What follows belongs to an exercise in optimizing a design on an open flow for small area, a short achievable clock period and few clock cycles; a production flow would make more cautious choices. In this exercise RTL edits were held to simulation tests only and were not proved equivalent to the original.

==> fjord <==
## k_clique_counter
module k_clique_counter (
	input  logic        clk,
	input  logic        arst_n,
	input  logic        in_valid,
	output logic        in_stall,
	input  logic [13:0] in_word,
	output logic        out_valid,
	input  logic        out_stall,
	output logic [32:0] out_word,
	input  logic        cfg_we,
	input  logic [1:0]  cfg_index,
	input  logic [6:0]  cfg_data
);
Settings: LEC_CHECK=0, CAP_MARGIN=20, CORE_MARGIN=2, CORE_UTILIZATION=40, CTS_CLUSTER_DIAMETER=70, CTS_CLUSTER_SIZE=20, SETUP_SLACK_MARGIN=4.2, SLEW_MARGIN=20; clock period 8.0 ns.
run.sh (not shown) runs the stock make flow with config.mk's settings and CLKGATE_MAP_FILE= SYNTH_SCRIPT=/design/flow/synth_recipe.tcl, a recipe that flattens the netlist after the stock synthesis.
==> inputs of quartz, as changes to fjord <==
--- a/flow/design.v
+++ b/flow/design.v
@@ -55,25 +55,21 @@
 				t[4*i +: 4] = c;
 			end
 		end
 		therm4_64 = t[3:0];
 	endfunction
-	function automatic logic [2:0] therm3_64(input logic [63:0] x);
-		logic [191:0] t;
-		logic [2:0]   a, b, c;
-		for (int i = 0; i < 64; i++) t[3*i +: 3] = {2'b00, x[i]};
+	function automatic logic ge2_64(input logic [63:0] x);
+		logic [63:0] a, t;
+		a = x;
+		t = '0;
 		for (int w = 32; w >= 1; w = w / 2) begin
 			for (int i = 0; i < w; i++) begin
-				a = t[6*i +: 3];
-				b = t[6*i+3 +: 3];
-				c[0] = a[0] | b[0];
-				c[1] = a[1] | b[1] | (a[0] & b[0]);
-				c[2] = a[2] | b[2] | (a[1] & b[0]) | (a[0] & b[1]);
-				t[3*i +: 3] = c;
+				t[i] = t[2*i] | t[2*i+1] | (a[2*i] & a[2*i+1]);
+				a[i] = a[2*i] | a[2*i+1];
 			end
 		end
-		therm3_64 = t[2:0];
+		ge2_64 = t[0];
 	endfunction
 	function automatic logic [7:0] lowest8(input logic [7:0] x);
 		logic [7:0] p;
 		p = x;
 		for (int s = 1; s < 8; s = s * 2) p = p | (p << s);
@@ -233,11 +229,10 @@
 	end
 	always_ff @(posedge clk) nxt_q <= (k_q == 5'd1) ? oh_f : (opnd & rd);
 	logic [4:0]  need_f;        
 	logic [4:0]  th_f;
 	logic        viable_f, tae_f, leafpar_f, k_one;
-	logic [2:0]  psel_f;        
 	assign need_f = k_q - {1'b0, t_f};
 	assign th_f   = therm5_64(cur_f);
 	assign k_one  = (k_q == 5'd1);
 	always_comb begin
 		case (need_f)
@@ -251,15 +246,10 @@
 			5'd1:       tae_f = th_f[1];
 			5'd2:       tae_f = th_f[2];
 			5'd3:       tae_f = th_f[3];
 			default:    tae_f = th_f[4];
 		endcase
-		case (need_f)
-			5'd0, 5'd1, 5'd2: psel_f = 3'b001;
-			5'd3:             psel_f = 3'b010;
-			default:          psel_f = 3'b100;
-		endcase
 		if (t_f == 4'd0) begin
 			viable_f = 1'b1;
 			tae_f    = 1'b0;
 		end
 		leafpar_f = k_one | (need_f == 5'd2);
@@ -267,30 +257,26 @@
 	logic [63:0] recon_f;
 	always_comb begin
 		for (int j = 0; j < 64; j++) recon_f[j] = (lvl_f[j] >= ptgt_f);
 	end
 	logic [3:0]  ptgt;
-	logic [2:0]  psel;
 	logic        any_alive, viable, tae, leafpar, t0;
 	assign ptgt      = ptgt_b;
 	assign any_alive = anyal_b;
 	logic [63:0] recon;
 	always_ff @(posedge clk) begin
 		recon     <= recon_f;
 		viable    <= viable_f;
 		tae       <= tae_f;
 		leafpar   <= leafpar_f;
-		psel      <= psel_f;
 		t0        <= (t_f == 4'd0);
 	end
 	logic [63:0] oh_b, rem_b;
-	logic [2:0]  th_nxt;
 	logic        push_ok, push, op, stay, popl, grab;
 	assign oh_b    = lowest64(cur_b);
 	assign rem_b   = cur_b & ~oh_b;
-	assign th_nxt  = therm3_64(nxt_q);
-	assign push_ok = |(th_nxt & psel);
+	assign push_ok = ge2_64(nxt_q);
 	assign op      = searching & act_b & viable;
 	assign push    = op & ~leafpar & push_ok;
 	assign stay    = op & ~push & tae;
 	assign popl = act_b & ~push & ~stay & any_alive;
 	assign grab = ~push & ~stay & ~popl;     
--- a/flow/config.mk
+++ b/flow/config.mk
@@ -8,7 +8,7 @@
 export CAP_MARGIN = 20
 export CORE_MARGIN = 2
 export CORE_UTILIZATION = 40
 export CTS_CLUSTER_DIAMETER = 70
 export CTS_CLUSTER_SIZE = 20
-export SETUP_SLACK_MARGIN = 4.2
+export SETUP_SLACK_MARGIN = 4.3
 export SLEW_MARGIN = 20
==> inputs of juniper, as changes to fjord <==
--- a/flow/design.v
+++ b/flow/design.v
@@ -55,32 +55,10 @@
 				t[4*i +: 4] = c;
 			end
 		end
 		therm4_64 = t[3:0];
 	endfunction
-	function automatic logic [2:0] therm3_64(input logic [63:0] x);
-		logic [191:0] t;
-		logic [2:0]   a, b, c;
-		for (int i = 0; i < 64; i++) t[3*i +: 3] = {2'b00, x[i]};
-		for (int w = 32; w >= 1; w = w / 2) begin
-			for (int i = 0; i < w; i++) begin
-				a = t[6*i +: 3];
-				b = t[6*i+3 +: 3];
-				c[0] = a[0] | b[0];
-				c[1] = a[1] | b[1] | (a[0] & b[0]);
-				c[2] = a[2] | b[2] | (a[1] & b[0]) | (a[0] & b[1]);
-				t[3*i +: 3] = c;
-			end
-		end
-		therm3_64 = t[2:0];
-	endfunction
-	function automatic logic [7:0] lowest8(input logic [7:0] x);
-		logic [7:0] p;
-		p = x;
-		for (int s = 1; s < 8; s = s * 2) p = p | (p << s);
-		lowest8 = x & ~(p << 1);
-	endfunction
 	function automatic logic [47:0] pop4x16(input logic [63:0] x);
 		for (int i = 0; i < 16; i++)
 			pop4x16[3*i +: 3] = {2'b00, x[4*i]} + {2'b00, x[4*i+1]} + {2'b00, x[4*i+2]} + {2'b00, x[4*i+3]};
 	endfunction
 	function automatic logic [3:0] msb16(input logic [15:0] x);
@@ -165,36 +143,34 @@
 	always_ff @(posedge clk) begin
 		e_lo_q <= w_lo;
 		e_hi_q <= w_hi;
 	end
 	assign w_count = wv_q & (w_mode == 2'd2);
-	logic [63:0] wrow_n, wcol_n;
+	logic [63:0] wrow, wcol;
 	always_comb begin
 		for (int i = 0; i < 64; i++) begin
-			wrow_n[i] = ~(e_ok_q & (e_lo_q == 6'(i)));
-			wcol_n[i] = ~(e_hi_q == 6'(i));
+			wrow[i] = e_ok_q & (e_lo_q == 6'(i));
+			wcol[i] = (e_hi_q == 6'(i));
 		end
 	end
 	logic [63:0] adj [64];
 	for (genvar r = 0; r < 64; r++) begin : g_row
 		for (genvar c = 0; c < 64; c++) begin : g_col
 			if (c > r) begin : g_bit
-				logic qn;
-				always_ff @(posedge clk) qn <= (qn | e_clr_q) & (wrow_n[r] | wcol_n[c]);
-				assign adj[r][c] = ~qn;
+				logic q;
+				always_ff @(posedge clk) q <= (q & ~e_clr_q) | (wrow[r] & wcol[c]);
+				assign adj[r][c] = q;
 			end else begin : g_zero
 				assign adj[r][c] = 1'b0;
 			end
 		end
 	end
 	logic [1:0]  phase_q;
 	logic [1:0]  fin_q;
 	logic [63:0] cur_f, cur_b;
 	logic [3:0]  t_f, t_b;
 	logic [15:0] alive_f, alive_b;
-	logic [3:0]  ptgt_f, ptgt_b;    
-	logic        anyal_f, anyal_b;  
 	logic [3:0]  lvl_f [64];
 	logic [3:0]  lvl_b [64];
 	logic        act_f, act_b;
 	logic [63:0] nxt_q;
 	logic [5:0]  nsv_q;
@@ -205,39 +181,25 @@
 	logic [31:0] count_q;
 	logic        out_valid_q;
 	logic [32:0] out_q;
 	logic searching;
 	assign searching = (phase_q == PH_SEARCH);
-	logic [63:0]  oh_f, rem_f, rd, opnd, loh;
-	logic [7:0]   gany, gfirst;
-	logic [511:0] grd;
+	logic [63:0] oh_f, rem_f, rd, opnd;
 	always_comb begin
-		for (int g = 0; g < 8; g++) begin
-			loh[8*g +: 8] = lowest8(cur_f[8*g +: 8]);
-			gany[g]       = |cur_f[8*g +: 8];
-		end
-		gfirst = lowest8(gany);
-		for (int r = 0; r < 64; r++) oh_f[r] = loh[r] & gfirst[r/8];
+		oh_f  = lowest64(cur_f);
 		rem_f = cur_f & ~oh_f;
-		for (int g = 0; g < 8; g++) begin
-			for (int c = 0; c < 64; c++) begin
-				grd[64*g + c] = 1'b0;
-				for (int r = 8*g; r < 8*g + 8; r++)
-					if (r < c) grd[64*g + c] = grd[64*g + c] | (loh[r] & adj[r][c]);
-			end
-		end
 		for (int c = 0; c < 64; c++) begin
 			rd[c] = 1'b0;
-			for (int g = 0; g < 8; g++) rd[c] = rd[c] | (gfirst[g] & grd[64*g + c]);
+			for (int r = 0; r < c; r++) rd[c] = rd[c] | (oh_f[r] & adj[r][c]);
 		end
 		opnd = (t_f == 4'd0) ? vmask : rem_f;
 	end
 	always_ff @(posedge clk) nxt_q <= (k_q == 5'd1) ? oh_f : (opnd & rd);
 	logic [4:0]  need_f;        
 	logic [4:0]  th_f;
 	logic        viable_f, tae_f, leafpar_f, k_one;
-	logic [2:0]  psel_f;        
+	logic [3:0]  psel_f;        
 	assign need_f = k_q - {1'b0, t_f};
 	assign th_f   = therm5_64(cur_f);
 	assign k_one  = (k_q == 5'd1);
 	always_comb begin
 		case (need_f)
@@ -252,44 +214,46 @@
 			5'd2:       tae_f = th_f[2];
 			5'd3:       tae_f = th_f[3];
 			default:    tae_f = th_f[4];
 		endcase
 		case (need_f)
-			5'd0, 5'd1, 5'd2: psel_f = 3'b001;
-			5'd3:             psel_f = 3'b010;
-			default:          psel_f = 3'b100;
+			5'd0, 5'd1, 5'd2: psel_f = 4'b0001;
+			5'd3:             psel_f = 4'b0010;
+			5'd4:             psel_f = 4'b0100;
+			default:          psel_f = 4'b1000;
 		endcase
 		if (t_f == 4'd0) begin
 			viable_f = 1'b1;
 			tae_f    = 1'b0;
 		end
 		leafpar_f = k_one | (need_f == 5'd2);
 	end
+	logic [3:0]  ptgt_f;
 	logic [63:0] recon_f;
 	always_comb begin
+		ptgt_f = msb16(alive_f);
 		for (int j = 0; j < 64; j++) recon_f[j] = (lvl_f[j] >= ptgt_f);
 	end
-	logic [3:0]  ptgt;
-	logic [2:0]  psel;
+	logic [3:0]  ptgt, psel;
 	logic        any_alive, viable, tae, leafpar, t0;
-	assign ptgt      = ptgt_b;
-	assign any_alive = anyal_b;
 	logic [63:0] recon;
 	always_ff @(posedge clk) begin
+		ptgt      <= ptgt_f;
+		any_alive <= |alive_f;
 		recon     <= recon_f;
 		viable    <= viable_f;
 		tae       <= tae_f;
 		leafpar   <= leafpar_f;
 		psel      <= psel_f;
 		t0        <= (t_f == 4'd0);
 	end
 	logic [63:0] oh_b, rem_b;
-	logic [2:0]  th_nxt;
+	logic [3:0]  th_nxt;
 	logic        push_ok, push, op, stay, popl, grab;
 	assign oh_b    = lowest64(cur_b);
 	assign rem_b   = cur_b & ~oh_b;
-	assign th_nxt  = therm3_64(nxt_q);
+	assign th_nxt  = therm4_64(nxt_q);
 	assign push_ok = |(th_nxt & psel);
 	assign op      = searching & act_b & viable;
 	assign push    = op & ~leafpar & push_ok;
 	assign stay    = op & ~push & tae;
 	assign popl = act_b & ~push & ~stay & any_alive;
@@ -318,62 +282,47 @@
 				default:   phase_q <= PH_IDLE;
 			endcase
 			fin_q <= (phase_q == PH_FIN1) ? fin_q + 2'd1 : 2'd0;
 		end
 	end
-	logic [15:0] alive_below;
-	always_comb begin
-		for (int i = 0; i < 16; i++) alive_below[i] = alive_b[i] & (4'(i) < ptgt);
-	end
 	always_ff @(posedge clk) begin
 		cur_b   <= cur_f;
 		t_b     <= t_f;
 		alive_b <= alive_f;
-		ptgt_b  <= ptgt_f;
-		anyal_b <= anyal_f;
 		act_b   <= act_f;
 		for (int j = 0; j < 64; j++) lvl_b[j] <= lvl_f[j];
-		if (push) begin
+		if (phase_q == PH_IDLE) begin
+			act_f    <= 1'b0;
+			act_b    <= 1'b0;
+			nsv_q    <= off_q;
+			nsv_ok_q <= ({1'b0, off_q} < nv);
+		end else if (push) begin
 			cur_f   <= nxt_q;
 			t_f     <= t_b + 4'd1;
 			alive_f <= alive_b;
 			if (!t0) alive_f[t_b] <= tae;
-			ptgt_f  <= (tae & ~t0) ? t_b : ptgt_b;
-			anyal_f <= anyal_b | (tae & ~t0);
 			act_f   <= 1'b1;
 		end else if (stay) begin
 			cur_f   <= rem_b;
 			t_f     <= t_b;
 			alive_f <= alive_b;
-			ptgt_f  <= ptgt_b;
-			anyal_f <= anyal_b;
 			act_f   <= 1'b1;
 		end else if (popl) begin
 			cur_f   <= recon;
 			t_f     <= ptgt;
-			alive_f <= alive_below;
-			ptgt_f  <= msb16(alive_below);
-			anyal_f <= |alive_below;
+			for (int i = 0; i < 16; i++) alive_f[i] <= alive_b[i] & (4'(i) < ptgt);
 			act_f   <= 1'b1;
 		end else begin
 			cur_f   <= nsv_oh;
 			t_f     <= 4'd0;
 			alive_f <= '0;
-			ptgt_f  <= 4'd0;
-			anyal_f <= 1'b0;
 			act_f   <= searching & nsv_ok_q;
 			if (searching & nsv_ok_q) begin
 				nsv_q    <= nsv_sum[5:0];
 				nsv_ok_q <= (stride_q != 7'd0) && ({1'b0, nsv_sum} < {1'b0, nv});
 			end
 		end
-		if (phase_q == PH_IDLE) begin
-			act_f    <= 1'b0;
-			act_b    <= 1'b0;
-			nsv_q    <= off_q;
-			nsv_ok_q <= ({1'b0, off_q} < nv);
-		end
 		for (int j = 0; j < 64; j++) begin
 			if (op & t0) lvl_f[j] <= 4'd0;
 			else if (op & oh_b[j]) lvl_f[j] <= t_b - 4'd1;
 			else if (push & rem_b[j]) lvl_f[j] <= t_b;
 			else lvl_f[j] <= lvl_b[j];
--- a/flow/config.mk
+++ b/flow/config.mk
@@ -6,9 +6,7 @@
 export NUM_CORES = 4
 export LEC_CHECK = 0
 export CAP_MARGIN = 20
 export CORE_MARGIN = 2
 export CORE_UTILIZATION = 40
-export CTS_CLUSTER_DIAMETER = 70
-export CTS_CLUSTER_SIZE = 20
-export SETUP_SLACK_MARGIN = 4.2
+export SETUP_SLACK_MARGIN = 4.5
 export SLEW_MARGIN = 20
==> run notes <==
Maximum frequency: fjord < juniper < quartz. Of juniper and fjord, juniper has the higher via count (gap about 5%, measured against fjord). Sequential share of layout area, lowest first: juniper, fjord, quartz. Worst hold slack: fjord > juniper > quartz. Routed wire length: juniper > fjord > quartz. In fjord the sequential cell count is higher than in juniper, by 2.
==> figures <==
                                                                   juniper                   quartz                    fjord
Outcome                                                     finished clean           finished clean           finished clean
Wire length on met2                                             224,000 um               198,000 um               205,000 um
Start point of the worst hold path                 lvl_f[36][2]$_SDFF_PP0_  lvl_f[40][0]$_SDFF_PP0_      alive_f[13]$_DFF_P_
Wire length on met1                                             208,000 um               192,000 um               198,000 um
Total via count after detailed routing                             115,000                  107,000                  109,000
Worst flop-to-flop path endpoint                          t_f[2]$_DFFE_PN_        nxt_q[55]$_DFF_P_  lvl_f[21][0]$_SDFF_PP0_
Actual transition at the worst max-transition pin                  1370 ps                  1190 ps                  1350 ps
First DRT Iteration DRCs                                            16,500                   13,900                   13,100
Most used cell, CP                                                  buf_12                  o21ai_0                        -
Multi-input gate area                                           58,300 um2               57,600 um2               60,200 um2
Worst clock skew on the final layout                               82.0 ps                  93.1 ps                   104 ps
Die Height                                                          565 um                   558 um                   560 um
First-pass GRT wire length                                      727,000 um               661,000 um               678,000 um
Testbench counts of fjord, summed over its fixed seeds: cycles 93,942.
Testbench counts of quartz, summed over its fixed seeds: cycles 97,432.
Testbench counts of juniper, summed over its fixed seeds: cycles 92,106.

## port drivers added, routing unchanged
The flow's constraints put no driver on any port. The routed layouts listed below were extracted and timed again, unchanged, in two steps. Step 1: set_driving_cell puts a clkbuf_16 on clk and a buf_2 on each other input, an assumption about the parent block. Step 2 times the ports against the registers' clock, not the clock port: input delays grow and output delays shrink by t, the midpoint of the rising clock arrivals with the driver on. a / b / c = ideal ports / drivers / drivers and shift; a / b = the first two.
run | shift t [ns] | slack for setup (ns) | latest minus earliest clock arrival (ns) | worst data-port slew with drivers (ns) | cell pins on the clock port's net
fjord | 0.992 | 3.882 / 3.882 / 3.882 | 0.109 / 0.109 | 0.06 | 1
quartz | 1.002 | 4.124 / 4.124 / 4.124 | 0.098 / 0.098 | 0.06 | 1
juniper | 0.991 | 3.994 / 3.994 / 3.994 | 0.092 / 0.091 | 0.04 | 1
After both steps setup and hold are still met in every run listed.
